Background: an optimization exercise with open tools, aiming at small area, a short achievable clock period and few clock cycles per item. Do not read the settings as production practice.
Function was checked by simulation only, so behaviour that the tests miss may differ from the original.
No activity file was given, so power comes from the tool's default toggle rates.

## run A
## offload_top
module offload_top #(
    parameter int accel_latency = 4
) (
    input  logic                             clk,
    input  logic                             rst_n,
    input  logic                             issue,
    input  offload_pkg::hart_id_t            issue_hart,
    input  logic [31:0]                      issue_inst,
    input  offload_pkg::xlen_t               rs1_val,
    input  offload_pkg::xlen_t               rs2_val,
    output logic [offload_pkg::hart_num-1:0] hart_blocked,
    output logic                             muldiv_busy,
    output logic                             accel_busy,
    output logic                             wb_we,
    output offload_pkg::hart_id_t            wb_hart,
    output offload_pkg::reg_addr_t           wb_rd,
    output offload_pkg::xlen_t               wb_data
);
clock: 12.0 ns
lec_check: 0
cap_margin: 20
core_margin: 2
core_utilization: 45
slew_margin: 20
standard.sh (not shown) runs the stock make flow with config.mk's settings and CLKGATE_MAP_FILE= SYNTH_SCRIPT=/design/flow/synth_recipe.tcl, a recipe that flattens the netlist after the stock synthesis.
==> flow/flow/run.sh <==
#!/bin/bash
set -euo pipefail
MARGIN=$(cat flow/margin.txt)
TNS=$(cat flow/tns.txt)
bash standard.sh SETUP_SLACK_MARGIN=$MARGIN TNS_END_PERCENT=$TNS finish > standard_flow.log 2>&1
==> flow/flow/margin.txt <==
6.8
==> flow/flow/tns.txt <==
0
Run A went all the way through synthesis, placement and routing and the layout is clean on timing, DRC and antenna.
Testbench counts of run A, summed over its fixed seeds: cycles 11,376, items 2,560.
The following lists how run B was set up differently from run A:
==> flow/flow/margin.txt <==
6.9
==> flow/flow/tns.txt <==
20
-- flow/config.mk --
<<< run A, line 8
export CAP_MARGIN = 20
export CORE_MARGIN = 2
export CORE_UTILIZATION = 45
export SLEW_MARGIN = 20
>>> run B, line 8
export CAP_MARGIN = 20
export CORE_MARGIN = 2
export CORE_UTILIZATION = 50
export SLEW_MARGIN = 20
Results
- Via count normalized by instance count, run B and run A: larger value in run B
- Re number of flip-flops and latches: no difference whatsoever between run B and run A.
- Looking at run B and run A, the final clock period utilization by the worst path is a wash.
- In the tables for run B and run A, path length in cells of the critical path reads lower with run A.
- [compare] base=run A new=run B: worst reg-to-reg path cell count rose 2; amount of wire on met3 after detailed routing rose about 20%; combinational fraction of design power rose 1.1 points; final worst slack fell 0.011 ns.
- Maximum frequency essentially unchanged between run A and run B.
- Global routing met1 resource utilization: run B vs run A up 7.3 points
Setup changes, run B to run C
==> flow/flow/margin.txt <==
6.8
==> flow/flow/tns.txt <==
0
-- flow/config.mk --
<<< run B, line 8
export CAP_MARGIN = 20
export CORE_MARGIN = 2
export CORE_UTILIZATION = 50
export SLEW_MARGIN = 20
>>> run C, line 8
export CAP_MARGIN = 20
export CORE_MARGIN = 2
export CORE_UTILIZATION = 38
export SLEW_MARGIN = 20
## What came out
Taking run B as the reference, in run C layout overhead on the synthesized area moved down; total power moved down; number of cells after detailed placement moved up; wire length of the first global-routing pass moved down.

========
job 3359:
Another version of the RTL of offload_top (not shown whole).
Size in the first run: about 3000 cells after synthesis, roughly 240 flip-flops, about 140 I/O pins, about 25000 um^2 of cells after synthesis.
clock: 12.0 ns
lec_check: 0
cap_margin: 20
core_margin: 2
core_utilization: 40
slew_margin: 20
==> flow/flow/run.sh <==
#!/bin/bash
set -euo pipefail
MARGIN=$(cat flow/margin.txt)
bash standard.sh SETUP_SLACK_MARGIN=$MARGIN finish > standard_flow.log 2>&1
==> flow/flow/margin.txt <==
6.5
Job 3359 finished end to end and its layout was clean on timing, DRC and antenna.
Testbench counts of job 3359, summed over its fixed seeds: cycles 14,048, items 2,560.
Changes in job 4893 relative to job 3359:
==> flow/run.sh (new file) <==
#!/bin/bash
# synth_recipe.tcl (not shown) runs the flow's synth.tcl, then flattens the netlist and writes it again
# the make line also repeats each setting of config.mk as NAME=value (left out here)
make -C /OpenROAD-flow-scripts/flow DESIGN_CONFIG=/design/flow/config.mk WORK_HOME=/design/flow/orfs CLKGATE_MAP_FILE= SYNTH_SCRIPT=/design/flow/synth_recipe.tcl finish
removed: flow/flow/run.sh
removed: flow/flow/margin.txt
removed: flow/standard.sh
Notes after the runs:
- Comparing job 3359 and job 4893, post-route cell area is higher on job 3359.
- The higher endpoint required time on the critical path of job 3359 and job 4893 is in job 4893.
- Status: total wirelength of the detailed-routed design parity (job 4893, job 3359)
- Job 4893 gives less synthesis-to-finish area growth than job 3359 did.
- Stage delay of the slowest cell on the critical path delta for job 4893 relative to job 3359: 0.22 ns higher
- Lower period utilization among job 3359 and job 4893: job 3359

-- separate check: timing with driven ports --
Ports are ideal in the flow. The routed layouts listed here were re-timed in OpenROAD.
Step 1 assumes that a clkbuf_16 drives the clock port and a buf_2 every other input.
Step 2, shift: input delay + t, output delay - t, t = (earliest + latest rising clock arrival at the registers) / 2. This alone moves slack from input paths to output paths.
Three values: no drivers, after step 1, after step 2; two values: the first two.
| run | t, ns | setup slack, ns | worst register clock-pin slew, ns | worst data-port slew with drivers (ns) | cell pins on the clock port's net |
|---|---|---|---|---|---|
| run A | 0.576 | 6.280 / 6.280 / 5.887 | 0.09 / 0.09 | 0.05 | 1 |
| run B | 0.585 | 6.268 / 6.268 / 5.813 | 0.09 / 0.09 | 0.06 | 1 |
| run C | 0.572 | 6.299 / 6.299 / 5.985 | 0.08 / 0.08 | 0.04 | 1 |
| job 3359 | 0.623 | 6.301 / 6.301 / 6.301 | 0.07 / 0.07 | 0.04 | 1 |
| job 4893 | 0.632 | 4.381 / 4.381 / 4.381 | 0.07 / 0.07 | 0.06 | 1 |
After both steps setup and hold are still met in every run listed. The setup slack of run B, which loses most, moves by 0.000 ns with the drivers and by -0.455 ns with both steps.
